Context: an optimization exercise on an open-source flow, tuned for small area and a short achievable clock period. The choices shown serve that exercise and are no tape-out recipe. At most, simulation tests tie the RTL to the original design; equivalence was not proved. For runs 3 to 5, only the layout was checked, not whether the RTL still works.

$ cat flow/flow/run.sh
#!/bin/bash
set -euo pipefail
bash standard.sh BUFFER_PORTS_ARGS="-buffer_cell sky130_fd_sc_hd__buf_2" finish > run_make.log 2>&1
$ cat flow/config.mk
export PLATFORM = sky130hd
export DESIGN_NAME = inv_shift_sub_stage
export DESIGN_NICKNAME = inv_shift_sub_stage
export VERILOG_FILES = /design/flow/design.v
export SDC_FILE = /design/flow/constraint.sdc
export NUM_CORES = 4
export LEC_CHECK = 0
export CAP_MARGIN = 20
export CORE_MARGIN = 2
export CORE_UTILIZATION = 35
export CTS_CLUSTER_DIAMETER = 150
export CTS_CLUSTER_SIZE = 24
export PLACE_DENSITY = 0.45
export SETUP_SLACK_MARGIN = 2.5
export SLEW_MARGIN = 20
export SYNTH_HIERARCHICAL = 1
export TNS_END_PERCENT = 0
$ cat flow/design.v
module g_a21oi_1 (input logic A1, input logic A2, input logic B1, output logic Y); assign Y = (~A1&~B1) | (~A2&~B1); endmodule
module g_a31oi_1 (input logic A1, input logic A2, input logic A3, input logic B1, output logic Y); assign Y = (~A1&~B1) | (~A2&~B1) | (~A3&~B1); endmodule
module g_inv_1 (input logic A, output logic Y); assign Y = (~A); endmodule
module g_nand2_1 (input logic A, input logic B, output logic Y); assign Y = (~A) | (~B); endmodule
module g_nor2_1 (input logic A, input logic B, output logic Y); assign Y = (~A&~B); endmodule
module g_o21a_1 (input logic A1, input logic A2, input logic B1, output logic Y); assign Y = (A1&B1) | (A2&B1); endmodule
module g_o21ai_0 (input logic A1, input logic A2, input logic B1, output logic Y); assign Y = (~A1&~A2) | (~B1); endmodule
module g_o21bai_1 (input logic A1, input logic A2, input logic B1_N, output logic Y); assign Y = (~A1&~A2) | (B1_N); endmodule
module g_o22ai_1 (input logic A1, input logic A2, input logic B1, input logic B2, output logic Y); assign Y = (~B1&~B2) | (~A1&~A2); endmodule
module g_xor  (input logic a, input logic b, output logic y); assign y = a ^ b;    endmodule
module g_xnor (input logic a, input logic b, output logic y); assign y = ~(a ^ b); endmodule
module g_nand (input logic a, input logic b, output logic y); assign y = ~(a & b); endmodule
module g_ready (input logic out_valid, input logic out_ready, output logic ready);
    assign ready = ~out_valid | out_ready;
endmodule
module inv_shift_sub_stage #(
    parameter int TAG_W = 4
) (
    input  logic             CLK,
    input  logic             RST_N,
    input  logic             IN_VALID,
    output logic             IN_READY,
    input  logic [0:127]     IN,
    input  logic [TAG_W-1:0] IN_TAG,
    output logic             OUT_VALID,
    input  logic             OUT_READY,
    output logic [0:127]     OUT,
    output logic [TAG_W-1:0] OUT_TAG
);
    localparam int NEN = 4;           
    logic [NEN:0]      en;      
    logic              v1;
    logic [TAG_W-1:0]  tag1;
    logic [15:0][11:0] s1;      
    logic [15:0][11:0] s1_d;
    logic [15:0][7:0]  s2;      
    logic [15:0][7:0]  s2_d;
    g_ready u_ready (.out_valid(OUT_VALID), .out_ready(OUT_READY), .ready(IN_READY));
    logic en_root;
    g_ready u_en_root (.out_valid(OUT_VALID), .out_ready(OUT_READY), .ready(en_root));
    for (genvar e = 0; e <= NEN; e++) begin : g_en
        g_ready u_en (.out_valid(OUT_VALID), .out_ready(en_root), .ready(en[e]));
    end
    for (genvar k = 0; k < 16; k++) begin : g_byte
        localparam int COL = k / 4;
        localparam int ROW = k % 4;
        localparam int SRC = 4 * ((COL - ROW + 4) % 4) + ROW;
        logic [7:0]  x;
        logic [11:0] o1;
        logic [7:0]  r;
        logic [3:0]  t;
        logic [7:0]  y;
        assign x = IN[8*SRC +: 8];
        logic p8; g_xor u_p8 (.a(x[0]), .b(x[1]), .y(p8));
        logic p9; g_xor u_p9 (.a(x[2]), .b(x[5]), .y(p9));
        logic p10; g_xor u_p10 (.a(x[6]), .b(x[7]), .y(p10));
        logic p11; g_xor u_p11 (.a(x[2]), .b(x[3]), .y(p11));
        logic p12; g_xor u_p12 (.a(x[1]), .b(x[4]), .y(p12));
        logic p13; g_xor u_p13 (.a(x[3]), .b(x[5]), .y(p13));
        logic p14; g_xor u_p14 (.a(p8), .b(p9), .y(p14));
        logic p15; g_xor u_p15 (.a(x[0]), .b(x[4]), .y(p15));
        logic p16; g_xor u_p16 (.a(p8), .b(x[4]), .y(p16));
        logic p17; g_xor u_p17 (.a(p10), .b(p11), .y(p17));
        logic p18; g_xor u_p18 (.a(x[0]), .b(x[5]), .y(p18));
        logic p19; g_xor u_p19 (.a(p12), .b(p13), .y(p19));
        logic p20; g_xor u_p20 (.a(p13), .b(x[6]), .y(p20));
        logic p21; g_xor u_p21 (.a(p9), .b(p10), .y(p21));
        logic p22; g_xor u_p22 (.a(p14), .b(x[6]), .y(p22));
        logic p23; g_xor u_p23 (.a(x[1]), .b(x[2]), .y(p23));
        logic p24; g_xor u_p24 (.a(p8), .b(x[3]), .y(p24));
        logic p25; g_xor u_p25 (.a(p11), .b(x[1]), .y(p25));
        logic p26; g_xor u_p26 (.a(p8), .b(p11), .y(p26));
        logic p27; g_xor u_p27 (.a(p8), .b(x[5]), .y(p27));
        logic p28; g_xor u_p28 (.a(p9), .b(x[4]), .y(p28));
        logic p29; g_xor u_p29 (.a(p12), .b(x[6]), .y(p29));
        logic p30; g_xor u_p30 (.a(p8), .b(x[7]), .y(p30));
        logic p31; g_xor u_p31 (.a(p10), .b(p15), .y(p31));
        logic p32; g_xor u_p32 (.a(p16), .b(x[2]), .y(p32));
        logic p33; g_xor u_p33 (.a(p15), .b(p17), .y(p33));
        logic p34; g_xor u_p34 (.a(p12), .b(p17), .y(p34));
        logic p35; assign p35 = ~x[1];
        logic p36; g_xnor u_p36 (.a(p8), .b(p9), .y(p36));
        logic p37; g_nand u_p37 (.a(p32), .b(p31), .y(p37));
        logic p38; g_nand u_p38 (.a(p15), .b(p34), .y(p38));
        logic p39; g_nand u_p39 (.a(p23), .b(p26), .y(p39));
        logic p40; g_nand u_p40 (.a(p28), .b(p30), .y(p40));
        logic p41; g_nand u_p41 (.a(p16), .b(p21), .y(p41));
        logic p42; g_nand u_p42 (.a(p14), .b(p22), .y(p42));
        logic p43; g_nand u_p43 (.a(p27), .b(p29), .y(p43));
        logic p44; g_nand u_p44 (.a(x[1]), .b(p19), .y(p44));
        logic p45; g_nand u_p45 (.a(p18), .b(p20), .y(p45));
        logic p46; g_xor u_p46 (.a(p37), .b(p38), .y(p46));
        logic p47; g_xor u_p47 (.a(p38), .b(p39), .y(p47));
        logic p48; g_xor u_p48 (.a(p17), .b(p43), .y(p48));
        logic p49; g_xor u_p49 (.a(p25), .b(p43), .y(p49));
        logic p50; g_xor u_p50 (.a(p24), .b(p40), .y(p50));
        logic p51; g_xor u_p51 (.a(p33), .b(p40), .y(p51));
        logic p52; g_xor u_p52 (.a(p48), .b(p45), .y(p52));
        logic p53; g_xor u_p53 (.a(p49), .b(p44), .y(p53));
        logic p54; g_xor u_p54 (.a(p50), .b(p42), .y(p54));
        logic p55; g_xor u_p55 (.a(p51), .b(p41), .y(p55));
        logic p57; g_xor u_p57 (.a(p47), .b(p53), .y(p57));
        logic p60; g_xnor u_p60 (.a(p46), .b(p52), .y(p60));
        logic p61; g_xnor u_p61 (.a(p46), .b(p54), .y(p61));
        logic p62; g_xnor u_p62 (.a(p47), .b(p55), .y(p62));
        assign o1[0] = p20;
        assign o1[1] = p19;
        assign o1[2] = p22;
        assign o1[3] = p21;
        assign o1[4] = p18;
        assign o1[5] = p35;
        assign o1[6] = p36;
        assign o1[7] = p16;
        assign o1[8] = p60;
        assign o1[9] = p57;
        assign o1[10] = p61;
        assign o1[11] = p62;
        assign s1_d[k] = o1;
        assign r = s1[k][7:0];
        assign t = s1[k][11:8];
        logic q12; g_a21oi_1 u_q12 (.A1(t[0]), .A2(t[2]), .B1(t[3]), .Y(q12));
        logic q13; g_inv_1 u_q13 (.A(t[1]), .Y(q13));
        logic q14; g_o21ai_0 u_q14 (.A1(t[0]), .A2(t[2]), .B1(q13), .Y(q14));
        logic q15; g_nor2_1 u_q15 (.A(q12), .B(q14), .Y(q15));
        logic q16; g_inv_1 u_q16 (.A(t[0]), .Y(q16));
        logic q17; g_a21oi_1 u_q17 (.A1(t[2]), .A2(t[3]), .B1(q16), .Y(q17));
        logic q18; g_nand2_1 u_q18 (.A(t[0]), .B(t[2]), .Y(q18));
        logic q19; g_inv_1 u_q19 (.A(t[3]), .Y(q19));
        logic q20; g_nand2_1 u_q20 (.A(q18), .B(q19), .Y(q20));
        logic q21; g_o21a_1 u_q21 (.A1(t[0]), .A2(t[3]), .B1(q13), .Y(q21));
        logic q22; g_a21oi_1 u_q22 (.A1(q17), .A2(q20), .B1(q21), .Y(q22));
        logic q23; g_inv_1 u_q23 (.A(t[2]), .Y(q23));
        logic q24; g_nand2_1 u_q24 (.A(q16), .B(q23), .Y(q24));
        logic q25; g_a21oi_1 u_q25 (.A1(q24), .A2(q13), .B1(q20), .Y(q25));
        logic q26; g_o21bai_1 u_q26 (.A1(q15), .A2(q22), .B1_N(q25), .Y(q26));
        logic q27; g_nor2_1 u_q27 (.A(t[1]), .B(t[3]), .Y(q27));
        logic q28; g_nor2_1 u_q28 (.A(q23), .B(q27), .Y(q28));
        logic q29; g_a21oi_1 u_q29 (.A1(t[0]), .A2(q12), .B1(q28), .Y(q29));
        logic q30; g_nand2_1 u_q30 (.A(t[2]), .B(t[3]), .Y(q30));
        logic q31; g_inv_1 u_q31 (.A(q30), .Y(q31));
        logic q32; g_a21oi_1 u_q32 (.A1(q26), .A2(q29), .B1(q31), .Y(q32));
        logic q33; g_inv_1 u_q33 (.A(q22), .Y(q33));
        logic q34; g_nor2_1 u_q34 (.A(t[0]), .B(q13), .Y(q34));
        logic q35; g_o21ai_0 u_q35 (.A1(q34), .A2(q21), .B1(q18), .Y(q35));
        logic q36; g_a21oi_1 u_q36 (.A1(q33), .A2(q35), .B1(q34), .Y(q36));
        logic q37; g_a31oi_1 u_q37 (.A1(q23), .A2(t[1]), .A3(t[3]), .B1(q16), .Y(q37));
        logic q38; g_a21oi_1 u_q38 (.A1(q16), .A2(q23), .B1(q37), .Y(q38));
        logic q39; g_nor2_1 u_q39 (.A(q27), .B(q38), .Y(q39));
        logic q40; g_nor2_1 u_q40 (.A(q15), .B(q25), .Y(q40));
        logic q41; g_nand2_1 u_q41 (.A(q39), .B(q40), .Y(q41));
        logic q42; g_o22ai_1 u_q42 (.A1(q15), .A2(q25), .B1(q27), .B2(q38), .Y(q42));
        logic q43; g_nand2_1 u_q43 (.A(q41), .B(q42), .Y(q43));
        logic q44; g_inv_1 u_q44 (.A(q40), .Y(q44));
        logic q45; g_xor u_q45 (.a(r[5]), .b(r[7]), .y(q45));
        logic q46; g_xor u_q46 (.a(r[4]), .b(r[5]), .y(q46));
        logic q47; g_xor u_q47 (.a(r[0]), .b(r[2]), .y(q47));
        logic q48; g_xor u_q48 (.a(r[1]), .b(r[3]), .y(q48));
        logic q49; g_xor u_q49 (.a(r[4]), .b(r[6]), .y(q49));
        logic q50; g_xor u_q50 (.a(r[0]), .b(r[7]), .y(q50));
        logic q51; g_xor u_q51 (.a(r[2]), .b(r[5]), .y(q51));
        logic q52; g_xor u_q52 (.a(r[2]), .b(r[3]), .y(q52));
        logic q53; g_xor u_q53 (.a(r[1]), .b(r[6]), .y(q53));
        logic q54; g_xor u_q54 (.a(r[0]), .b(r[1]), .y(q54));
        logic q55; g_xor u_q55 (.a(q47), .b(q48), .y(q55));
        logic q56; g_xor u_q56 (.a(q50), .b(r[4]), .y(q56));
        logic q57; g_xor u_q57 (.a(q45), .b(q53), .y(q57));
        logic q58; g_xor u_q58 (.a(q46), .b(r[3]), .y(q58));
        logic q59; g_xor u_q59 (.a(q45), .b(q49), .y(q59));
        logic q60; g_nand u_q60 (.a(q55), .b(q39), .y(q60));
        logic q61; g_nand u_q61 (.a(q48), .b(q44), .y(q61));
        logic q62; g_nand u_q62 (.a(q47), .b(q43), .y(q62));
        logic q63; g_nand u_q63 (.a(q52), .b(q35), .y(q63));
        logic q64; g_nand u_q64 (.a(r[3]), .b(q33), .y(q64));
        logic q65; g_nand u_q65 (.a(r[2]), .b(q36), .y(q65));
        logic q66; g_nand u_q66 (.a(q54), .b(q29), .y(q66));
        logic q67; g_nand u_q67 (.a(r[1]), .b(q26), .y(q67));
        logic q68; g_nand u_q68 (.a(r[0]), .b(q32), .y(q68));
        logic q69; g_nand u_q69 (.a(q59), .b(q39), .y(q69));
        logic q70; g_nand u_q70 (.a(q45), .b(q44), .y(q70));
        logic q71; g_nand u_q71 (.a(q49), .b(q43), .y(q71));
        logic q72; g_nand u_q72 (.a(r[7]), .b(q33), .y(q72));
        logic q73; g_nand u_q73 (.a(r[6]), .b(q36), .y(q73));
        logic q74; g_nand u_q74 (.a(q46), .b(q29), .y(q74));
        logic q75; g_nand u_q75 (.a(r[5]), .b(q26), .y(q75));
        logic q76; g_nand u_q76 (.a(r[4]), .b(q32), .y(q76));
        logic q77; g_nand u_q77 (.a(q32), .b(q56), .y(q77));
        logic q78; g_nand u_q78 (.a(q26), .b(q57), .y(q78));
        logic q79; g_nand u_q79 (.a(q36), .b(q51), .y(q79));
        logic q80; g_nand u_q80 (.a(q33), .b(q58), .y(q80));
        logic q81; g_xor u_q81 (.a(q69), .b(q71), .y(q81));
        logic q82; g_xor u_q82 (.a(q72), .b(q73), .y(q82));
        logic q83; g_xor u_q83 (.a(q81), .b(q82), .y(q83));
        logic q84; g_xor u_q84 (.a(q63), .b(q64), .y(q84));
        logic q85; g_xor u_q85 (.a(q66), .b(q67), .y(q85));
        logic q86; g_xor u_q86 (.a(q60), .b(q63), .y(q86));
        logic q87; g_xor u_q87 (.a(q61), .b(q70), .y(q87));
        logic q88; g_xor u_q88 (.a(q86), .b(q65), .y(q88));
        logic q89; g_xor u_q89 (.a(q87), .b(q74), .y(q89));
        logic q90; g_xor u_q90 (.a(q66), .b(q69), .y(q90));
        logic q91; g_xor u_q91 (.a(q64), .b(q67), .y(q91));
        logic q92; g_xor u_q92 (.a(q78), .b(q80), .y(q92));
        logic q93; g_xor u_q93 (.a(q90), .b(q68), .y(q93));
        logic q94; g_xor u_q94 (.a(q91), .b(q65), .y(q94));
        logic q95; g_xor u_q95 (.a(q75), .b(q76), .y(q95));
        logic q96; g_xor u_q96 (.a(q93), .b(q60), .y(q96));
        logic q97; g_xor u_q97 (.a(q84), .b(q75), .y(q97));
        logic q98; g_xor u_q98 (.a(q84), .b(q85), .y(q98));
        logic q99; g_xor u_q99 (.a(q92), .b(q79), .y(q99));
        logic q100; g_xor u_q100 (.a(q88), .b(q61), .y(q100));
        logic q101; g_xor u_q101 (.a(q99), .b(q77), .y(q101));
        logic q102; g_xor u_q102 (.a(q62), .b(q71), .y(q102));
        logic q103; g_xor u_q103 (.a(q89), .b(q76), .y(q103));
        logic q104; g_xor u_q104 (.a(q85), .b(q88), .y(q104));
        logic q105; g_xor u_q105 (.a(q96), .b(q103), .y(q105));
        logic q106; g_xor u_q106 (.a(q94), .b(q68), .y(q106));
        logic q107; g_xor u_q107 (.a(q97), .b(q102), .y(q107));
        logic q108; g_xor u_q108 (.a(q81), .b(q95), .y(q108));
        logic q109; g_xor u_q109 (.a(q104), .b(q62), .y(q109));
        logic q110; g_xor u_q110 (.a(q98), .b(q83), .y(q110));
        logic q111; g_xor u_q111 (.a(q100), .b(q83), .y(q111));
        logic q112; g_xor u_q112 (.a(q107), .b(q89), .y(q112));
        logic q113; g_xor u_q113 (.a(q83), .b(q106), .y(q113));
        assign y[0] = q111;
        assign y[1] = q105;
        assign y[2] = q110;
        assign y[3] = q109;
        assign y[4] = q101;
        assign y[5] = q113;
        assign y[6] = q112;
        assign y[7] = q108;
        assign s2_d[k]       = y;
        assign OUT[8*k +: 8] = s2[k];
    end
    always_ff @(posedge CLK) begin
        for (int k = 0; k < 16; k++) begin
            if (en[k * NEN / 16]) begin
                s1[k] <= s1_d[k];
                s2[k] <= s2_d[k];
            end
        end
        if (en[NEN]) begin
            tag1    <= IN_TAG;
            OUT_TAG <= tag1;
        end
    end
    always_ff @(posedge CLK) begin
        if (!RST_N) begin
            v1        <= 1'b0;
            OUT_VALID <= 1'b0;
        end else if (en[NEN]) begin
            v1        <= IN_VALID;
            OUT_VALID <= v1;
        end
    end
endmodule
$ cat flow/constraint.sdc
create_clock -name core_clock -period 5.0 [get_ports {CLK}]
set_input_delay 1.0000 -clock core_clock [delete_from_list [all_inputs] [get_ports {CLK}]]
set_output_delay 1.0000 -clock core_clock [all_outputs]
set_load 0.01 [all_outputs]
$ cat flow/standard.sh
#!/bin/bash
# synth_recipe.tcl (not shown) runs the flow's synth.tcl, then flattens the netlist and writes it again
# the make line also repeats each setting of config.mk as NAME=value (left out here)
make -C /OpenROAD-flow-scripts/flow DESIGN_CONFIG=/design/flow/config.mk WORK_HOME=/design/flow/orfs CLKGATE_MAP_FILE= SYNTH_SCRIPT=/design/flow/synth_recipe.tcl "${@:-finish}"
==> run summary, run 1 <==
The total number of vias is 18327. The clock net in this run drives a total of 330 sinks. The maximum root-to-sink buffer count came out at 3. The worst setup path is launched from an input pin. The critical path launch point is IN[14]. The clock period could shrink to 2470 ps. The congestion estimate from routability-driven global placement came to 0.867. TritonCTS built the clock tree.

The net count of the finished layout came out at 3236. For this run, design rule violations remaining after detail routing come to 0. After synthesis, the netlist uses 16 different library cells. The number of antenna violations at the first check in global routing came to 8. The final number of max-transition violations is 0. The clock transition at the registers of the reported paths is 100 ps. The root buffer cell chosen for the clock tree is clkbuf_16. After Yosys synthesis, full adders, half adders and majority gates account for 0% of the synthesized area.

The final-report setup violation count came out at 0. The first detailed-routing pass ran for 6 iterations. The filler cell count came out at 7747.

The critical path goes through buf_2 > xor2_1 > xor2_1 > xor2_1 > nand2_1 > xor2_1 > xnor2_1. The final number of hold-violating endpoints came out at 0. The core area is 77300 sq um.

The final cycle utilization of the critical path came out at 49.4%. The total global-route track usage came out at 14.2%. From left edge to right edge, the die measures 283 um.

The number of buffers added on ports came out at 269. On the worst path, the slowest cell contributes a delay of 670 ps. The critical path required time is 5290 ps. The mean instance size in the synthesized netlist is 9.73 sq um. For the pin with the worst max-slew slack, the measured transition is 899 ps.

The synthesized netlist devotes 6.31% of its cell area to compound gates. The count of max-cap constraint violations came out at 0. The post-detailed-route wirelength per cell came out at 14.2 um. The maximum number of pins on one net before global-route repair is 81. The DRC violation total after the first TritonRoute iteration is 616.

The number of synthesized flops with an enable pin is 328. The total grt overflow came out at 0. In the post-synthesis netlist, the cell with the most instances is xor2_1. The logic depth of the worst register-to-register path came out at 10. The number of placed instances, taps included, is 4116. In this design, the critical path's most frequently occurring cell is xor2_1. The flip-flop and latch count after synthesis came out at 330. The termination of the worst setup path is s1[70].

The routed wire length is 58700 um. The class of the tightest hold or removal check is register to register. On the critical path, the stage with the largest delay is an instance of xor2_1.

The fraction of final layout cells sized beyond drive strength 1 came out at 14.4%. Counting both buffers and inverters, the worst setup path holds a total of 1. The worst register-to-register path has a setup slack of 2580 ps.

In this run the tightest slew margin relative to its limit is 40.0%. The biggest fanout along the worst timing path came out at 7. The via count of the first global-routing pass is 18777.

The TritonCTS buffer count is 17. The wire length of the first global-routing pass came out at 95400 um. The flow ran to the end and the layout has no timing, DRC or antenna violations. The die is 283 um tall. Of the synthesized area, sequential elements account for 36.2%. The critical path crosses 7 cells after its start point. At the worst endpoint, the arrival time is 2760 ps.

Of the total synthesized cell area, the portion taken by XOR and XNOR cells is 46.2%. The setup path with the least slack is of type input pin to register.

The post-synthesis net count came out at 2941. Yosys printed 7 warnings. The achievable clock frequency came out at 405 MHz. The area added between synthesis and finish is 12.3%. After detailed routing, the number of vias per cell comes to 4.42. Sorting the synthesized cells by area gives the leading types as xor2_1 (44%), edfxtp_1 (36%), nand2_1 (7.9%).

By count the netlist is led by xor2_1 (1376), nand2_1 (576), edfxtp_1 (328). Grouping stages by cell kind, the critical path spends the most delay in XOR/XNOR gates. The proportion of synthesized flip-flops having asynchronous set or reset came out at 0%.

Synthesis produced 2805 cells. The die covers 80300 sq um. The clock network latency to the later pin of the worst-skew pair is 540 ps. The endpoint kind of the worst setup timing path is a register. In the synthesized netlist the dominant register cell turns out to be edfxtp_1. The post-synth design cell area came out at 27300 sq um. The site row count came out at 102. The starting density of the core came out at 35.3%. The multiplexer fraction of the synthesized cell area is 0.0733%.

The synthesized design spends more area on one cell type than any other, namely xor2_1. The number of levels in the clock H-tree came out at 1. The maximum clock skew at final layout is 13.6 ps. The startpoint identified for the worst register-to-register timing path is s1[56]. The accumulated negative setup slack came out at 0 ps.

The total I/O pin count is 270. Setup repair after global routing could not meet its margin everywhere. The share of Yosys cell area claimed by the top area cell type is 44.1%.

The largest family of logic cells by synthesized area is XOR/XNOR gates. The worst register-to-register path ends at s2[32]. The simple-gate area share of the yosys netlist came out at 9.45%. The remaining number of nets flagged by the antenna check after routing came out at 0.

The placed wire-length estimate after detailed placement came out at 47800 um. The post-layout instance count excluding filler cells is 4150.
==> Yosys stat by module (local to each module, per instance), excerpt <==
module,times used,cells
g_o22ai_1,16,1
g_ready,7,1
g_xor,1376,1
g_nor2_1,96,1
g_a31oi_1,16,1
g_o21ai_0,32,1
g_nand,480,1
inv_shift_sub_stage,1,350
g_inv_1,112,1
g_o21a_1,16,1
==> state kept, by name, summed over array words and instances, names as in the netlist <==
signal	cells
OUT_VALID	1
v1	1
tag1	4
OUT_TAG	4
s1	192
s2	128
==> logic make-up after synthesis <==
family | count (synthesis)
XOR/XNOR | 1440
AND/OR/NAND/NOR | 681
flip-flops | 330
AO/OA/AOI/OAI | 224
buffers and inverters | 128
multiplexers | 2
==> worst min path at each step <==
stage             from    endpoint  cells past startpoint  slack (ps)
6_report       tag1[3]  OUT_TAG[3]                      0         420
2_1_floorplan  tag1[0]  OUT_TAG[0]                      0         400
3_3_place_gp   tag1[3]  OUT_TAG[3]                      0         400
4_1_cts        tag1[3]  OUT_TAG[3]                      0         420
5_1_grt        tag1[3]  OUT_TAG[3]                      0         440
3_5_place_dp   tag1[3]  OUT_TAG[3]                      0         410
==> metrics by stage <==
| step | util (%) | setup slack (ps) | area [sq um] | hold slack [ps] |
|---|---|---|---|---|
| after floorplan | - | 2390 | 27300 | 400 |
| after global placement | 38.8 | 2060 | 30000 | 401 |
| after detailed placement | 38.8 | 1950 | 30000 | 411 |
| after CTS | 39.4 | 2450 | 30500 | 420 |
| after global routing | 39.7 | 2380 | 30700 | 441 |
| final | 39.7 | 2530 | 30700 | 420 |
==> layout make-up <==
class,instances,area (sq um),share of cell area [%]
multi-input combinational,2347,17100,55.8
antenna,4,10.0,0.0326
clock inverter,2,8.76,0.0286
inverter,128,480,1.57
timing repair buffer,276,1430,4.67
sequential,330,9890,32.3
tap,1040,1300,4.24
clock buffer,23,448,1.46
==> per-layer routing <==
| metal | wire length (um) | vias to the layer above | global-route usage, % |
|---|---|---|---|
| met4 | 924 | 8 | 3.12 |
| met1 | 27000 | 8530 | 18.3 |
| li1 | - | 9509 | - |
| met3 | 2330 | 56 | 2.24 |
| met5 | 59 | - | 0 |
| met2 | 28500 | 224 | 25.0 |
==> repair_timing <==
| item | 4_1_cts | 5_1_grt |
|---|---|---|
| setup buffers | 0 | 3 |
| hold buffers | 0 | 0 |
| setup endpoints to repair | 52 | 74 |
| resized for setup | 1 | 19 |
==> placed cells by master, fill, tap and decap left out, types with 2 or more instances in the layout <==
cell type / n
xor2_1: 1359
nand2_1: 576
edfxtp_1: 328
buf_2: 269
inv_1: 128
a21oi_2: 128
nor2_1: 96
xnor2_1: 64
o21ai_1: 32
xor2_2: 17
clkbuf_16: 17
o21a_1: 16
a31oi_1: 16
o22ai_1: 16
o21bai_1: 14
clkbuf_1: 6
buf_4: 5
diode_2: 4
nand2b_4: 4
nand2b_1: 3
mux2i_1: 2
nor2b_1: 2
o21bai_2: 2
==> run 2: changes to the inputs <==
--- a/flow/config.mk
+++ b/flow/config.mk
@@ -8,8 +8,8 @@
 export CAP_MARGIN = 20
 export CORE_MARGIN = 2
 export CORE_UTILIZATION = 35
-export CTS_CLUSTER_DIAMETER = 150
-export CTS_CLUSTER_SIZE = 24
+export CTS_CLUSTER_DIAMETER = 200
+export CTS_CLUSTER_SIZE = 20
 export PLACE_DENSITY = 0.45
 export SETUP_SLACK_MARGIN = 2.5
 export SLEW_MARGIN = 20
==> run 2 against run 1 <==
Net effect: critical path type is now register to register; cell count up 0.14%; maximum frequency up 1.5%; first-iteration DRC count up 12%; utilization up 0.16 points; via count up 0.14%; register-to-register slack worse by 20 ps; clock-buffer cell count up 4; sequential share of layout area down 0.13 points; global-route usage up 0.068 points; hold slack better by 11 ps.
==> run summary, run 2 <==
The flow ran to the end and the layout has no timing, DRC or antenna violations. The critical path is of the register to register type. The DRC violation total after the first TritonRoute iteration is 688. Setup slack closes at 2560 ps. The share of Yosys cell area claimed by the top area cell type is 44.1%.

The largest registers in the layout are s1 x192, s2 x128. The post-placement worst setup slack came out at 1950 ps. Ranked by instance count, the synthesized netlist is headed by xor2_1 (1376), nand2_1 (576), edfxtp_1 (328). The most frequent standard cell in the layout excluding fill and tap cells is xor2_1. The starting density of the core came out at 35.3%.

The count of different cell masters after synthesis came out at 16. The cell with the most instances after synthesis is xor2_1. After detailed routing, the number of vias per cell comes to 4.42.

Global routing finished with a remaining overflow of 0. The synthesized netlist cell count is 2805. In the layout the commonest cells are xor2_1 (1358), nand2_1 (576), edfxtp_1 (328), buf_2 (269). Yosys attributes the largest share of cell area to xor2_1 (44%), edfxtp_1 (36%), nand2_1 (7.9%). The clock drives 330 sinks. The most frequent cell on the critical path is nand2_1. The core area is 77300 sq um. The wire length of the first global-routing pass came out at 95800 um.

Pin placement for this block handled 270 I/O pins. The accumulated negative setup slack came out at 0 ps. The biggest fanout along the worst timing path is 7.

The final number of max-transition violations was 0. For the pin with the worst max-slew slack, the measured transition is 896 ps. The net count of the finished layout is 3241. The post-synthesis net count is 2941. The mean instance size in the synthesized netlist is 9.73 sq um. The sequential cells in the finished layout cover a total of 9890 sq um. The clock transition at the registers of the reported paths is 90 ps.

The filler cell count is 7742. The flip-flop and latch count after synthesis is 330. The maximum clock skew at final layout is 38.4 ps.

The area added between synthesis and finish is 12.8%. The critical path required time came out at 5290 ps. In the routed design, unresolved DRC markers number 0. The largest stage delay on the critical path came out at 500 ps.

The final cycle utilization of the critical path came out at 48.7%. The maximum root-to-sink buffer count is 3. The worst register-to-register path has a depth of 10. Subtracting the final worst setup slack from the clock period gives 2440 ps. Summed over all nets, the half-perimeter wirelength after detailed placement is 47800 um.

The count of max-cap constraint violations came out at 0. STA classifies the critical path startpoint as a register. The remaining number of nets flagged by the antenna check after routing is 0. The signal on the critical path passes through inv_1 > a31oi_1 > a21oi_2 > nor2_1 > nand2_1 > nand2_1 > nand2_1 > xor2_1 > xor2_2 > xor2_1. The maximum number of pins on one net before global-route repair came out at 81. The count of yosys warnings during synthesis came out at 7. The termination of the worst setup path is s2[98]. The overall die width is 283 um. The worst hold-check slack is 431 ps. Setup violations remaining at the end of the flow were counted as 0. The placed instance count is 4116.

The startpoint identified for the worst register-to-register timing path is s1[152]. Buffers inserted during clock tree synthesis total 20. The site row count came out at 102. TritonCTS built the clock tree. The fraction of final layout cells sized beyond drive strength 1 is 14.6%. The clock network latency to the later pin of the worst-skew pair came out at 580 ps. The post-synth design cell area is 27300 sq um. The congestion estimate from routability-driven global placement came to 0.867.

The worst register-to-register path ends at s2[98]. The relative max-transition margin is 40.3%. The number of flip-flops in the largest register is 192. The die area came out at 80300 sq um. The number of antenna violations at the first check in global routing is 8. The post-synthesis sequential area ratio is 36.2%. The floorplan step set the die height to 283 um. The endpoint kind of the worst setup timing path is a register.

The number of levels in the clock H-tree came out at 1. Input and output buffers added on the ports amount to 269. The critical path launch point is s1[152]. The final number of hold-violating endpoints is 0. The via count of the first global-routing pass is 18811.

The min-delay analysis places its worst path in the category register to register. The routed wire length came out at 59100 um. The area of the multi-input gates came out at 17100 sq um. The proportion of synthesized flip-flops having asynchronous set or reset came out at 0%. The post-layout instance count excluding filler cells came out at 4156. The most used flip-flop cell after synthesis is edfxtp_1. Setup repair after global routing could not meet its margin everywhere. More flip-flops sit in one register than any other, and that register is s1. Global routing used 14.3% of the available tracks across all layers. CTS placed an instance of clkbuf_16 at the clock tree root. The setup check on the worst reg-to-reg path leaves a slack of 2560 ps. The achievable clock frequency is 411 MHz. The first-pass iteration count of the detailed router is 5. In the final routed layout, each cell accounts on average for 14.2 um. The critical-path cell with the highest stage delay is edfxtp_1. The total number of vias came out at 18352.

The dominant cell type by area after synthesis is xor2_1. Data arrives at the worst endpoint at 2730 ps. The number of synthesized flops with an enable pin came out at 328.
run 2: cell families after synthesis:
family | share of synthesized area [%]
buf+inv | 1.76
xor+xnor | 46.2
mux | 0.0733
simple gates | 9.45
compound gates | 6.31
flops | 36.2
run 2: timing repair:
item                                   CTS  global route
setup endpoints to repair               52            72
gates cloned                             0             0
endpoints found under the hold margin    0             0
resized for setup                        1            21
hold buffers                             0             0
setup buffers                            0             5
run 2: worst min path at each step:
stage | start | slack [ps] | end | cells past startpoint
floorplan | tag1[0] | 400 | OUT_TAG[0] | 0
global placement | tag1[3] | 400 | OUT_TAG[3] | 0
detailed placement | tag1[3] | 410 | OUT_TAG[3] | 0
CTS | tag1[3] | 430 | OUT_TAG[3] | 0
global route | tag1[3] | 450 | OUT_TAG[3] | 0
finish | tag1[3] | 430 | OUT_TAG[3] | 0
run 2: Yosys stat by module, one instance, submodules excluded:
module / copies in the design / area [sq um]
g_o21bai_1: 16 / 7.51
g_xnor: 64 / 8.76
g_xor: 1376 / 8.76
g_ready: 7 / 6.26
g_o21a_1: 16 / 7.51
g_nand2_1: 96 / 3.75
g_a21oi_1: 128 / 8.76
g_inv_1: 112 / 3.75
inv_shift_sub_stage: 1 / 9980
g_nand: 480 / 3.75
g_o22ai_1: 16 / 6.26
g_o21ai_0: 32 / 5.00
g_a31oi_1: 16 / 6.26
g_nor2_1: 96 / 3.75
run 2: per-stage QoR:
stage	instance area, sq um	util, %
floorplan	27300	-
global route	30800	39.8
detailed placement	30000	38.8
CTS	30600	39.5
finish	30800	39.8
global placement	30000	38.8
run 2: critical path, delay by kind of cell, from the launching register on:
family                    cells  cell delay [ps]
xor gates and xnor gates      3              740
DFF                           1              500
and+or+nand+nor               4              490
AOI/OAI and AO/OA             2              260
buffers and inverters         1              150
run 2: layout make-up:
type                    instances  area share (%)
multi-input cells            2347            55.6
flip-flops and latches        330            32.1
repair buffers                278            4.70
well taps                    1040            4.23
clock buffers                  27            1.71
inverters                     128            1.56
clock inverters                 2          0.0894
diodes                          4          0.0325
run 2: routing by layer:
metal | share of wire [%] | GRT usage, %
met1 | 46 | 18.3
met2 | 49 | 25.3
met3 | 3.7 | 2.29
met4 | 1.9 | 3.02
met5 | 0.10 | 0
==> run 3: changes to the inputs <==
--- a/flow/design.v
+++ b/flow/design.v
@@ -59,7 +59,7 @@
         logic p13; g_xor u_p13 (.a(x[3]), .b(x[5]), .y(p13));
         logic p14; g_xor u_p14 (.a(p8), .b(p9), .y(p14));
         logic p15; g_xor u_p15 (.a(x[0]), .b(x[4]), .y(p15));
-        logic p16; g_xor u_p16 (.a(p8), .b(x[4]), .y(p16));
+        logic p16; g_xor u_p16 (.a(p63), .b(x[4]), .y(p16));
         logic p17; g_xor u_p17 (.a(p10), .b(p11), .y(p17));
         logic p18; g_xor u_p18 (.a(x[0]), .b(x[5]), .y(p18));
         logic p19; g_xor u_p19 (.a(p12), .b(p13), .y(p19));
@@ -69,11 +69,11 @@
         logic p23; g_xor u_p23 (.a(x[1]), .b(x[2]), .y(p23));
         logic p24; g_xor u_p24 (.a(p8), .b(x[3]), .y(p24));
         logic p25; g_xor u_p25 (.a(p11), .b(x[1]), .y(p25));
-        logic p26; g_xor u_p26 (.a(p8), .b(p11), .y(p26));
+        logic p26; g_xor u_p26 (.a(p63), .b(p11), .y(p26));
         logic p27; g_xor u_p27 (.a(p8), .b(x[5]), .y(p27));
         logic p28; g_xor u_p28 (.a(p9), .b(x[4]), .y(p28));
         logic p29; g_xor u_p29 (.a(p12), .b(x[6]), .y(p29));
-        logic p30; g_xor u_p30 (.a(p8), .b(x[7]), .y(p30));
+        logic p30; g_xor u_p30 (.a(p63), .b(x[7]), .y(p30));
         logic p31; g_xor u_p31 (.a(p10), .b(p15), .y(p31));
         logic p32; g_xor u_p32 (.a(p16), .b(x[2]), .y(p32));
         logic p33; g_xor u_p33 (.a(p15), .b(p17), .y(p33));
@@ -103,6 +103,7 @@
         logic p60; g_xnor u_p60 (.a(p46), .b(p52), .y(p60));
         logic p61; g_xnor u_p61 (.a(p46), .b(p54), .y(p61));
         logic p62; g_xnor u_p62 (.a(p47), .b(p55), .y(p62));
+        logic p63; g_xor u_p63 (.a(x[0]), .b(x[1]), .y(p63));
         assign o1[0] = p20;
         assign o1[1] = p19;
         assign o1[2] = p22;
==> run 3 against run 2 <==
Net effect: cell count grew 0.65%; global-route usage up 0.40 points; non-clock buffer count grew 6; worst setup slack improved by 9.2 ps; synthesized area increased by 0.51%; clock-buffer cell count rose by 8; register-to-register slack is essentially flat; hold slack better by 1.8 ps; critical endpoint is now s2[40].
==> run summary, run 3 <==
The biggest fanout along the worst timing path is 5. The flip-flop and latch count after synthesis came out at 330. The overall die width is 284 um. The accumulated negative setup slack came out at 0 ps. Clock tree synthesis selected as its root buffer the cell clkbuf_16. TritonCTS built the clock tree. The cell with the most instances after synthesis is xor2_1. Static timing analysis puts the maximum clock frequency at 412 MHz. The library cell used most frequently in the layout, excluding fill and tap cells, is xor2_1. Counting buffers and inverters, the worst setup path is 10 cells deep. The min-delay analysis places its worst path in the category register to register. The region available for standard cell placement spans 77600 sq um. The initial utilization of the core area, before any placement, comes to 35.4%. The quantity of hold-fixing buffers added after cts came out at 0. Measured along the y axis, the die boundary spans 284 um. By instance count, the cell type seen most on the critical path is nand2_1. The maximum number of pins on one net before global-route repair is 81. Dividing the detail-routed wire length by the instance count gives 14.5 um. The site row count is 102. The clock transition at the registers of the reported paths came out at 90 ps. The number of antenna violations at the first check in global routing is 2. The maximum root-to-sink buffer count came out at 3. The startpoint type of the worst setup path is a register. The count of buffers added on input and output ports is 269. The total number of vias is 18619.

The TritonCTS buffer count came out at 20. The mean instance size in the synthesized netlist is 9.73 sq um. Setup repair after global routing could not meet its margin everywhere. Setup violations remaining at the end of the flow were counted as 0.

The fraction of final layout cells sized beyond drive strength 1 came out at 14.9%. The end-of-flow core utilization came out at 40.0%. The largest registers in the layout are s1 x192, s2 x128. The total grt overflow came out at 0. The placer's final routability congestion estimate is 0.831. Yosys attributes the largest share of cell area to xor2_1 (44%), edfxtp_1 (36%), nand2_1 (7.9%). The synthesized design contains 328 enable-type register cells.

The maximum clock skew at final layout is 18.1 ps. The largest stage delay on the critical path is 460 ps. The post-synth design cell area came out at 27400 sq um. The count of max-cap constraint violations is 0. The remaining number of nets flagged by the antenna check after routing is 0. The relative max-transition margin is 35.0%. The synthesized netlist cell count is 2821.

The count of different cell masters after synthesis came out at 16. The logic depth of the worst register-to-register path is 10. The final critical path time including I/O delays and setup came out at 2430 ps. The clock drives 330 sinks. The share of Yosys cell area claimed by the top area cell type came out at 44.4%. After detailed routing, the number of remaining DRC violations is 0.

The via count of the first global-routing pass is 19091. In the synthesized netlist, the cells that appear most often are xor2_1 (1392), nand2_1 (576), edfxtp_1 (328). At the worst endpoint, the required time is 5290 ps. The number of flip-flops in the largest register came out at 192.

The total I/O pin count is 270. After detailed routing, the number of vias per cell comes to 4.45. xor2_1 takes more of the synthesized area than any other cell.

The first-pass iteration count of the detailed router came out at 4. Walking the worst path, the cells encountered are buf_4 > nand2_1 > nand2_1 > a21oi_2 > inv_1 > a21oi_2 > nand2_1 > xor2_1 > xor2_1 > xor2_2. The worst setup path is of the register to register kind. The post-synthesis sequential area ratio came out at 36.0%. The first global-routing pass estimated 98500 um of wire. The pin slew with the least headroom to its limit came out at 975 ps. The critical path buffer and inverter count came out at 2. CTS built an H-tree with a depth of 1.

The final number of hold-violating endpoints is 0. After the last flow step, the layout net total stands at 3263. The final number of max-transition violations is 0. The met1 layer wirelength in the final routing is 27500 um.

The data arrival at the endpoint of the critical path is 2720 ps. The final cycle utilization of the critical path came out at 48.5%. Leaving out fill and tap cells, the most frequent cells in the layout are xor2_1 (1369), nand2_1 (575), edfxtp_1 (328), buf_2 (269). The slowest stage of the critical path belongs to the cell edfxtp_1. The worst setup path is captured at a register. The primary flip-flop cell chosen by synthesis mapping is edfxtp_1. The placed wire-length estimate after detailed placement came out at 48700 um. For this run, the number of Yosys warnings is 7.

After the first detailed-routing iteration, the DRC count stood at 780. Compared with the post-synthesis result, the final layout area differs by 13.1%. The run finished with no timing, DRC or antenna violations.

The proportion of synthesized flip-flops having asynchronous set or reset came out at 0%. The total global-route track usage came out at 14.7%. The hold path depth is 0. The cell family contributing the most delay on the critical path is XOR/XNOR gates. The detailed router used layers up to and including met4. The register with the most flip-flops in the final layout is s1. The total met2 wirelength after detailed routing is 30000 um. The routed design has 60800 um of wire. The post-synthesis net count is 2957.

The die area came out at 80700 sq um. The clock network latency to the later pin of the worst-skew pair came out at 570 ps. The detailed route wirelength on metal3 is 2170 um.
run 3: area by class of cell:
class / instances / area [sq um]
multi-input cells: 2363 / 17300
repair buffers: 284 / 1470
clock inverters: 1 / 11.3
well taps: 1040 / 1300
inverters: 128 / 480
flip-flops and latches: 330 / 9890
fillers: 7798 / 46600
clock buffers: 35 / 578
diodes: 2 / 5.00
run 3: stage by stage:
step / instance area [sq um] / hold slack, ps / worst slack (ps) / cells
CTS: 30700 / 430 / 2430 / 4169
global placement: 30100 / 400 / 2040 / 4133
finish: 31000 / 433 / 2570 / 4183
detailed placement: 30100 / 413 / 2030 / 4133
global route: 31000 / 438 / 2400 / 4182
floorplan: 27500 / 400 / 2390 / 2821
run 3: worst paths after layout:
path | start | to | slack (ps)
max | s1[68] | s2[40] | 2570
max reg2reg | s1[68] | s2[40] | 2570
min | tag1[1] | OUT_TAG[1] | 430
min reg2reg | tag1[1] | OUT_TAG[1] | 430
run 3: kinds of logic (layout without fill, tap and decap cells):
kind of cell,after synthesis,in the layout,share of synthesized area (%)
muxes,2,2,0.0730
xor gates and xnor gates,1456,1456,46.5
buffers and inverters,128,448,1.75
other,0,2,0
DFF,330,330,36.0
and+or+nand+nor,681,681,9.40
AOI/OAI and AO/OA,224,224,6.27
run 3: what timing repair did:
action,CTS,global route
buffers inserted,0,11
pin swaps,0,3
setup endpoints to repair,5,53
gates resized for setup,1,29
run 3: layer usage:
| metal | up-vias | track usage [%] |
|---|---|---|
| li1 | 9584 | - |
| met1 | 8744 | 18.8 |
| met2 | 233 | 26.1 |
| met3 | 58 | 1.97 |
| met4 | 0 | 3.39 |
| met5 | - | 0 |
run 3: modules after synthesis, one instance, submodules excluded, excerpt:
| module | cells inside | flops+latches | cell area (sq um) | times used |
|---|---|---|---|---|
| g_o22ai_1 | 1 | 0 | 6.26 | 16 |
| g_a31oi_1 | 1 | 0 | 6.26 | 16 |
| g_nand2_1 | 1 | 0 | 3.75 | 96 |
| g_a21oi_1 | 1 | 0 | 8.76 | 128 |
| g_nor2_1 | 1 | 0 | 3.75 | 96 |
| g_inv_1 | 1 | 0 | 3.75 | 112 |
| g_xor | 1 | 0 | 8.76 | 1392 |
| inv_shift_sub_stage | 350 | 330 | 9980 | 1 |
| g_o21bai_1 | 1 | 0 | 7.51 | 16 |
| g_nand | 1 | 0 | 3.75 | 480 |
| g_o21a_1 | 1 | 0 | 7.51 | 16 |
run 3: worst reg2reg max path: cells and delay by family, from the launching register on:
family / cells / cell delay [ps]
buffers and inverters: 2 / 290
xor gates and xnor gates: 3 / 680
DFF: 1 / 460
AOI/OAI and AO/OA: 2 / 410
and+or+nand+nor: 3 / 310
==> run 4: changes to the inputs <==
--- a/flow/config.mk
+++ b/flow/config.mk
@@ -11,7 +11,7 @@
 export CTS_CLUSTER_DIAMETER = 200
 export CTS_CLUSTER_SIZE = 20
 export PLACE_DENSITY = 0.45
-export SETUP_SLACK_MARGIN = 2.5
+export SETUP_SLACK_MARGIN = 2.6
 export SLEW_MARGIN = 20
 export SYNTH_HIERARCHICAL = 1
 export TNS_END_PERCENT = 0
==> run 4 against run 3 <==
Net effect: design area grew 1.9%; worst setup slack improved by 15 ps; sequential share of layout area fell by 0.59 points; critical endpoint is now IN_READY; utilization is 0.77 points higher; still clean on timing, DRC and antenna; hold slack about the same; critical path type is now input pin to primary output.
==> run summary, run 4 <==
The clock net in this run drives a total of 330 sinks. The TritonCTS buffer count is 20. The count of yosys warnings during synthesis came out at 7. The relative max-transition margin came out at 34.8%.

At the worst endpoint, the required time is 4000 ps. The signal on the critical path passes through buf_2 > nand2b_1 > buf_2. At the end of routability-driven placement, the weighted congestion stood at 0.831. For this run, the total global-route usage over all layers was measured as 14.7%. The clock root buffer master is clkbuf_16.

The routed wire length is 61300 um. In this run the core area contains 102 standard-cell rows. The post-synth design cell area is 27400 sq um.

s1 holds more flip-flops than any other register. The final critical path takes up 48.2% of the cycle. The final critical path time including I/O delays and setup is 2410 ps.

The first routing iteration left 684 violations. The filler cell count is 7783. The critical path class is input pin to primary output.

The overall die width came out at 284 um. Yosys mapped a number of flops with a built-in enable equal to 328. The count of different cell masters after synthesis is 16. The largest registers in the layout are s1 x192, s2 x128. The most frequent cell on the critical path is buf_2.

The post-synthesis sequential area ratio is 36.0%. The maximum number of pins on one net before global-route repair came out at 81. The total I/O pin count is 270. The detail route stage leaves a number of antenna-violating nets equal to 0.

The y dimension of the die came out at 284 um. The worst setup path is launched from an input pin. The number of antenna violations at the first check in global routing is 2.

The post-synthesis net count came out at 2957. In the layout the commonest cells are xor2_1 (1344), nand2_1 (568), edfxtp_1 (328), buf_2 (269), inv_1 (125). In the routed design, unresolved DRC markers number 0.

The area of the multi-input gates is 17600 sq um. The fraction of final layout cells sized beyond drive strength 1 is 17.6%. For the final routed database, the setup TNS stands at 0 ps. The final number of max-transition violations is 0.

Input and output buffers added on the ports amount to 269. The mean number of vias per cell is 4.44. In the synthesized netlist, the number of instances is 2821. The worst hold-check slack is 433 ps. The data arrival at the endpoint of the critical path came out at 1410 ps. The maximum root-to-sink buffer count came out at 3.

The die area is 80700 sq um. The slowest stage of the critical path is the buf_2 cell. The flow ran to the end and the layout has no timing, DRC or antenna violations.

The total number of vias came out at 18705. The first detailed-routing pass took 4 iterations. The maximum clock skew at final layout came out at 18.1 ps. The library cell used most frequently in the layout, excluding fill and tap cells, is xor2_1. The biggest area contributor in the post-synthesis netlist is xor2_1. The biggest fanout along the worst timing path is 2. By instance count, the leading cell after synthesis is xor2_1. The count of max-cap constraint violations is 0.

Once the floorplan was initialized, standard cells occupied 35.4% of the core. Registers take 9890 sq um. The most used flip-flop cell after synthesis is edfxtp_1. For this run, the slowest stage of the critical path takes 140 ps.

The final number of hold-violating endpoints is 0. The wire length of the first global-routing pass is 98600 um. The mean instance size in the synthesized netlist came out at 9.73 sq um.

TritonCTS built the clock tree. Dividing the detail-routed wire length by the instance count gives 14.5 um. Counting both buffers and inverters, the worst setup path holds a total of 2.

The net count of the finished layout came out at 3298. Setup repair after global routing could not meet its margin everywhere. The area added between synthesis and finish is 15.3%. At the pin with the least slew margin, the transition time is 978 ps.

The end-of-flow core utilization came out at 40.8%. The path class of the tightest hold or removal check is register to register. The worst setup path is captured at a primary output.

The total grt overflow is 0. CTS built an H-tree with a depth of 1. The commonest cells after synthesis are xor2_1 (1392), nand2_1 (576), edfxtp_1 (328). The clock network latency to the later pin of the worst-skew pair is 570 ps. The proportion of synthesized flip-flops having asynchronous set or reset came out at 0%. The via count of the first global-routing pass is 19108. The share of Yosys cell area claimed by the top area cell type is 44.4%. The final-report setup violation count came out at 0.

The number of flip-flops in the largest register is 192. Synthesis inferred 330 register bits. The core region is 77600 sq um. On the critical path the largest part of the delay comes from buffers and inverters. Detailed placement finished with a half-perimeter wire length of 48700 um. The clock transition at the registers of the reported paths came out at 90 ps. By area the synthesized netlist is led by xor2_1 (44%), edfxtp_1 (36%), nand2_1 (7.9%). The achievable clock frequency is 415 MHz.
[run 4: cell counts after synthesis]
No cell type changed its count.
[run 4: worst paths after layout]
check	slack, ps	end	start	cells past startpoint
min reg2reg	430	OUT_TAG[1]	tag1[1]	0
max reg2reg	2610	s2[40]	s1[68]	10
max	2590	IN_READY	OUT_READY	3
min	430	OUT_TAG[1]	tag1[1]	0
[run 4: kinds of logic after synthesis]
| group | count (synthesis) | synth area share (%) |
|---|---|---|
| XOR/XNOR | 1456 | 46.5 |
| AND/OR/NAND/NOR | 681 | 9.40 |
| flip-flops | 330 | 36.0 |
| AO/OA/AOI/OAI | 224 | 6.27 |
| buffers and inverters | 128 | 1.75 |
| multiplexers | 2 | 0.0730 |
[run 4: metal layers]
metal	part of all wire, %	GRT usage [%]
met5	0	0
met4	1.7	3.39
met3	3.5	1.97
met2	50	26.1
met1	45	18.8
[run 4: timing repair]
item,in CTS,in global routing
setup endpoints to repair,68,107
resized for setup,8,88
pin swaps,0,26
hold buffers,0,0
buffers inserted,0,46
[run 4: stage by stage]
stage	instances	area [sq um]	worst slack (ps)
5_1_grt	4217	31600	2510
6_report	4217	31600	2590
3_3_place_gp	4133	30100	2040
3_5_place_dp	4133	30100	2030
2_1_floorplan	2821	27500	2390
4_1_cts	4169	30800	2550
[run 4: layout make-up]
cell class	count	share of cell area [%]
multi-input combinational	2363	55.7
sequential	330	31.3
timing repair buffer	319	5.51
tap	1040	4.11
clock buffer	35	1.83
inverter	128	1.53
clock inverter	1	0.0356
antenna	1	0.00791
[run 4: worst register-to-register path, delay by kind of cell (launching register included)]
family	cells	cell delay [ps]
buffers and inverters	3	410
and+or+nand+nor	1	90
xor gates and xnor gates	3	520
DFF	1	490
AOI/OAI and AO/OA	3	610
[run 4: modules after synthesis, one instance, submodules excluded]
module               area, sq um  flip-flops and latches  cells
g_nand2_1                   3.75                       0      1
g_a21oi_1                   8.76                       0      1
g_xor                       8.76                       0      1
inv_shift_sub_stage         9980                     330    350
g_a31oi_1                   6.26                       0      1
g_inv_1                     3.75                       0      1
g_o21a_1                    7.51                       0      1
g_nand                      3.75                       0      1
g_ready                     6.26                       0      1
g_nor2_1                    3.75                       0      1
g_o21bai_1                  7.51                       0      1
g_o22ai_1                   6.26                       0      1
g_xnor                      8.76                       0      1
g_o21ai_0                   5.00                       0      1
==> run 5: changes to the inputs <==
--- a/flow/design.v
+++ b/flow/design.v
@@ -188,47 +188,48 @@
         logic q78; g_nand u_q78 (.a(q26), .b(q57), .y(q78));
         logic q79; g_nand u_q79 (.a(q36), .b(q51), .y(q79));
         logic q80; g_nand u_q80 (.a(q33), .b(q58), .y(q80));
-        logic q81; g_xor u_q81 (.a(q69), .b(q71), .y(q81));
-        logic q82; g_xor u_q82 (.a(q72), .b(q73), .y(q82));
-        logic q83; g_xor u_q83 (.a(q81), .b(q82), .y(q83));
-        logic q84; g_xor u_q84 (.a(q63), .b(q64), .y(q84));
-        logic q85; g_xor u_q85 (.a(q66), .b(q67), .y(q85));
-        logic q86; g_xor u_q86 (.a(q60), .b(q63), .y(q86));
-        logic q87; g_xor u_q87 (.a(q61), .b(q70), .y(q87));
-        logic q88; g_xor u_q88 (.a(q86), .b(q65), .y(q88));
-        logic q89; g_xor u_q89 (.a(q87), .b(q74), .y(q89));
-        logic q90; g_xor u_q90 (.a(q66), .b(q69), .y(q90));
-        logic q91; g_xor u_q91 (.a(q64), .b(q67), .y(q91));
-        logic q92; g_xor u_q92 (.a(q78), .b(q80), .y(q92));
-        logic q93; g_xor u_q93 (.a(q90), .b(q68), .y(q93));
-        logic q94; g_xor u_q94 (.a(q91), .b(q65), .y(q94));
-        logic q95; g_xor u_q95 (.a(q75), .b(q76), .y(q95));
-        logic q96; g_xor u_q96 (.a(q93), .b(q60), .y(q96));
-        logic q97; g_xor u_q97 (.a(q84), .b(q75), .y(q97));
-        logic q98; g_xor u_q98 (.a(q84), .b(q85), .y(q98));
-        logic q99; g_xor u_q99 (.a(q92), .b(q79), .y(q99));
-        logic q100; g_xor u_q100 (.a(q88), .b(q61), .y(q100));
-        logic q101; g_xor u_q101 (.a(q99), .b(q77), .y(q101));
-        logic q102; g_xor u_q102 (.a(q62), .b(q71), .y(q102));
-        logic q103; g_xor u_q103 (.a(q89), .b(q76), .y(q103));
-        logic q104; g_xor u_q104 (.a(q85), .b(q88), .y(q104));
-        logic q105; g_xor u_q105 (.a(q96), .b(q103), .y(q105));
-        logic q106; g_xor u_q106 (.a(q94), .b(q68), .y(q106));
-        logic q107; g_xor u_q107 (.a(q97), .b(q102), .y(q107));
-        logic q108; g_xor u_q108 (.a(q81), .b(q95), .y(q108));
-        logic q109; g_xor u_q109 (.a(q104), .b(q62), .y(q109));
-        logic q110; g_xor u_q110 (.a(q98), .b(q83), .y(q110));
-        logic q111; g_xor u_q111 (.a(q100), .b(q83), .y(q111));
-        logic q112; g_xor u_q112 (.a(q107), .b(q89), .y(q112));
-        logic q113; g_xor u_q113 (.a(q83), .b(q106), .y(q113));
-        assign y[0] = q111;
-        assign y[1] = q105;
-        assign y[2] = q110;
-        assign y[3] = q109;
-        assign y[4] = q101;
-        assign y[5] = q113;
-        assign y[6] = q112;
-        assign y[7] = q108;
+        logic q81; g_xor u_q81 (.a(q69), .b(q72), .y(q81));
+        logic q82; g_xor u_q82 (.a(q81), .b(q73), .y(q82));
+        logic q83; g_xor u_q83 (.a(q82), .b(q71), .y(q83));
+        logic q84; g_xor u_q84 (.a(q66), .b(q67), .y(q84));
+        logic q85; g_xor u_q85 (.a(q60), .b(q63), .y(q85));
+        logic q86; g_xor u_q86 (.a(q63), .b(q64), .y(q86));
+        logic q87; g_xor u_q87 (.a(q85), .b(q65), .y(q87));
+        logic q88; g_xor u_q88 (.a(q61), .b(q70), .y(q88));
+        logic q89; g_xor u_q89 (.a(q69), .b(q76), .y(q89));
+        logic q90; g_xor u_q90 (.a(q66), .b(q74), .y(q90));
+        logic q91; g_xor u_q91 (.a(q78), .b(q80), .y(q91));
+        logic q92; g_xor u_q92 (.a(q74), .b(q75), .y(q92));
+        logic q93; g_xor u_q93 (.a(q90), .b(q60), .y(q93));
+        logic q94; g_xor u_q94 (.a(q84), .b(q87), .y(q94));
+        logic q95; g_xor u_q95 (.a(q88), .b(q68), .y(q95));
+        logic q96; g_xor u_q96 (.a(q64), .b(q67), .y(q96));
+        logic q97; g_xor u_q97 (.a(q84), .b(q86), .y(q97));
+        logic q98; g_xor u_q98 (.a(q96), .b(q68), .y(q98));
+        logic q99; g_xor u_q99 (.a(q87), .b(q61), .y(q99));
+        logic q100; g_xor u_q100 (.a(q92), .b(q86), .y(q100));
+        logic q101; g_xor u_q101 (.a(q91), .b(q77), .y(q101));
+        logic q102; g_xor u_q102 (.a(q99), .b(q83), .y(q102));
+        logic q103; g_xor u_q103 (.a(q98), .b(q65), .y(q103));
+        logic q104; g_xor u_q104 (.a(q100), .b(q71), .y(q104));
+        logic q105; g_xor u_q105 (.a(q88), .b(q62), .y(q105));
+        logic q106; g_xor u_q106 (.a(q89), .b(q75), .y(q106));
+        logic q107; g_xor u_q107 (.a(q93), .b(q89), .y(q107));
+        logic q108; g_xor u_q108 (.a(q101), .b(q79), .y(q108));
+        logic q109; g_xor u_q109 (.a(q97), .b(q83), .y(q109));
+        logic q110; g_xor u_q110 (.a(q94), .b(q62), .y(q110));
+        logic q111; g_xor u_q111 (.a(q106), .b(q71), .y(q111));
+        logic q112; g_xor u_q112 (.a(q83), .b(q103), .y(q112));
+        logic q113; g_xor u_q113 (.a(q95), .b(q107), .y(q113));
+        logic q114; g_xor u_q114 (.a(q104), .b(q105), .y(q114));
+        assign y[0] = q102;
+        assign y[1] = q113;
+        assign y[2] = q109;
+        assign y[3] = q110;
+        assign y[4] = q108;
+        assign y[5] = q112;
+        assign y[6] = q114;
+        assign y[7] = q111;
         assign s2_d[k]       = y;
         assign OUT[8*k +: 8] = s2[k];
     end
--- a/flow/config.mk
+++ b/flow/config.mk
@@ -11,7 +11,7 @@
 export CTS_CLUSTER_DIAMETER = 200
 export CTS_CLUSTER_SIZE = 20
 export PLACE_DENSITY = 0.45
-export SETUP_SLACK_MARGIN = 2.6
+export SETUP_SLACK_MARGIN = 2.5
 export SLEW_MARGIN = 20
 export SYNTH_HIERARCHICAL = 1
 export TNS_END_PERCENT = 0
==> run 5 against run 4 <==
Net effect: hold slack got worse by 7.3 ps; register-to-register slack got worse by 80 ps; routed wire length decreased by 2.9%; via count decreased by 1.2%; clock skew increased by 4.8 ps.
==> run summary, run 5 <==
The number of antenna violations at the first check in global routing came to 12. The most frequent standard cell in the layout excluding fill and tap cells is xor2_1. CTS built an H-tree with a depth of 1. The clock transition at the registers of the reported paths is 90 ps.

The final-report setup violation count came out at 0. The area added between synthesis and finish is 12.4%. The largest registers in the layout are s1 x192, s2 x128. By instance count, the leading cell after synthesis is xor2_1. The remaining number of nets flagged by the antenna check after routing is 0. The proportion of synthesized flip-flops having asynchronous set or reset came out at 0%. The quantity of hold-fixing buffers added after cts came out at 0. The maximum number of pins on one net before global-route repair is 81.

The core area is 77700 sq um. The die area is 81100 sq um. The reg2reg setup slack is 2530 ps.

The biggest fanout along the worst timing path came out at 7. The share of Yosys cell area claimed by the top area cell type came out at 44.7%. The maximum root-to-sink buffer count came out at 3. At the later pin of the worst-skew pair, clock insertion delay measures 560 ps. For the pin with the worst max-slew slack, the measured transition is 776 ps.

After routing, the total negative slack on setup checks comes to 0 ps. The count of max-cap constraint violations is 0. The TritonCTS buffer count is 20. Counting the fill cells in the layout gives 7735.

TritonCTS built the clock tree. After synthesis, the most frequently instantiated cells are xor2_1 (1408), nand2_1 (576), edfxtp_1 (328). The placed wire-length estimate after detailed placement came out at 48800 um. The worst setup path is captured at a register. In the routed design, unresolved DRC markers number 0. After synthesis, the mean cell area works out to 9.72 sq um. xor2_1 takes more of the synthesized area than any other cell.

The instance area after placement came out at 30300 sq um. The placer's final routability congestion estimate came out at 0.859. The number of synthesized flops with an enable pin is 328. After layout, the worst setup slack is 2530 ps. The final number of max-transition violations is 0. The mean number of vias per cell came out at 4.41.

Setup repair after global routing could not meet its margin everywhere. The top register by number of flip-flops is s1. Measured against its own limit, the worst slew margin works out to 48.3%.

The count of yosys warnings during synthesis is 7. The floorplan has 102 rows. The clock period could shrink to 2470 ps. The post-placement worst setup slack came out at 2090 ps. The DRC violation total after the first TritonRoute iteration came out at 765. Sequential elements use 35.9% of the synthesized area.

Ranked by total cell area, the synthesized netlist is headed by xor2_1 (45%), edfxtp_1 (36%), nand2_1 (7.8%). The synthesized netlist cell count is 2837. Global routing used 14.4% of the available tracks. The via count of the first global-routing pass is 18885. The startpoint type of the worst setup path is a register.

The primary flip-flop cell chosen by synthesis mapping is edfxtp_1. The total I/O pin count is 270. Before antenna repair, the detailed router went through 5 iterations. The clock drives 330 sinks.

At the worst endpoint, the required time is 5360 ps. The achievable clock frequency is 405 MHz. Global routing finished with a remaining overflow of 0. Counting flops and latches in the post-synthesis netlist gives 330. The final layout contains 3275 nets. The overall die width is 285 um. The final cycle utilization of the critical path is 49.3%. The y dimension of the die is 285 um. The critical path is of the register to register type.

During placement, the flow inserted port buffers numbering 269. The final number of hold-violating endpoints is 0. The post-synthesis net count came out at 2973. The data arrival at the endpoint of the critical path came out at 2830 ps. The worst hold path belongs to the class register to register. The top cell types in the final layout, fill and taps aside, are xor2_1 (1399), nand2_1 (576), edfxtp_1 (328), buf_2 (269).

The routed wire length came out at 59500 um. The fraction of final layout cells sized beyond drive strength 1 is 14.2%. For the final database, setup skew stands at 22.9 ps. The post-synth design cell area came out at 27600 sq um.

The worst hold-check slack is 425 ps. The starting density of the core came out at 35.5%.

The flow ran to the end and the layout has no timing, DRC or antenna violations. After detailed routing, the average wire length per cell comes to 14.2 um. The cell area after layout came out at 31000 sq um.

The count of different cell masters after synthesis is 16. The wire length of the first global-routing pass came out at 97600 um. In this run the clock root is driven by a clkbuf_16. The total number of vias is 18487. The register with the most flip-flops in the layout has 192 of them.
-- run 5: metal layers --
metal  share of wire [%]  wire length, um  global-route usage, %
met5                0.15               87                      0
met4                 1.5              921                   2.43
met3                 4.5             2680                   2.69
met2                  46            27400                   24.1
met1                  48            28400                   19.5
-- run 5: cell type report --
class                      instances  area, sq um  area share [%]
clock buffer                      28          552            1.78
inverter                         128          480            1.55
antenna                            2         5.00          0.0161
clock inverter                     1         11.3          0.0363
timing repair buffer             280         1450            4.67
multi-input combinational       2379        17300            55.9
tap                             1040         1300            4.20
sequential                       330         9890            31.9
-- run 5: kinds of logic (layout without fill, tap and decap cells) --
logic type / after synthesis / in the layout / share of synthesized area, %
buffers and inverters: 128 / 437 / 1.74
and+or+nand+nor: 681 / 681 / 9.35
DFF: 330 / 330 / 35.9
other: 0 / 2 / 0
xor gates and xnor gates: 1472 / 1472 / 46.7
AOI/OAI and AO/OA: 224 / 224 / 6.24
muxes: 2 / 2 / 0.0726
-- run 5: critical path: stages, from the launching register on --
cell	delay (ps)
edfxtp_1	480
inv_1	140
a21oi_2	130
a21oi_2	70
o21bai_1	360
nand2_1	190
xor2_1	210
xor2_1	200
xor2_1	210
xor2_1	270
-- run 5: worst paths after layout --
check,startpoint,cells past startpoint,to
max,s1[56],9,s2[38]
min,tag1[3],0,OUT_TAG[3]
max reg2reg,s1[56],9,s2[38]
min reg2reg,tag1[3],0,OUT_TAG[3]
-- run 5: repair_timing --
| action | in CTS | in global routing |
|---|---|---|
| endpoints found under the setup margin | 5 | 60 |
| buffers inserted | 0 | 6 |
| resized for setup | 1 | 13 |
-- run 5: metrics by stage --
step                      util [%]  instances
after floorplan                  -       2837
after global placement        39.0       4150
after detailed placement      39.0       4150
after CTS                     39.7       4179
after global routing          39.9       4188
final                         39.9       4188
-- run 5: modules after synthesis (local to each module, per instance), excerpt --
module	flip-flops and latches	cells	times used	area, sq um
g_xor	0	1	1408	8.76
g_nor2_1	0	1	96	3.75
g_o21a_1	0	1	16	7.51
g_inv_1	0	1	112	3.75
g_o21ai_0	0	1	32	5.00
g_o22ai_1	0	1	16	6.26
g_nand	0	1	480	3.75
g_a31oi_1	0	1	16	6.26
g_a21oi_1	0	1	128	8.76
g_xnor	0	1	64	8.76

## what the ideal ports hide
Ports are ideal in the flow. The routed layouts listed here were re-timed in OpenROAD. Step 1 (the two cells are an assumption about what drives the block):
set clk [get_ports {CLK}]
set_driving_cell -lib_cell sky130_fd_sc_hd__clkbuf_16 $clk
set_driving_cell -lib_cell sky130_fd_sc_hd__buf_2 [delete_from_list [all_inputs] $clk]
Step 2, shift: input delay + t, output delay - t, t = (earliest + latest rising clock arrival at the registers) / 2. This alone moves slack from input paths to output paths. Three values: no drivers, after step 1, after step 2; two values: the first two.
run	shift t [ns]	setup slack, ns	worst setup path at the end
run 1	0.597	2.528 / 2.562 / 1.965	input to register
run 2	0.620	2.565 / 2.565 / 1.976	input to register
run 3	0.613	2.574 / 2.558 / 2.025	input to register
run 4	0.613	2.589 / 2.566 / 2.047	input to register
run 5	0.613	2.533 / 2.533 / 2.072	input to register
After both steps every run listed still meets setup and hold. For run 2, which loses most, drivers alone change the setup slack by 0.000 ns; drivers and shift together by -0.589 ns.
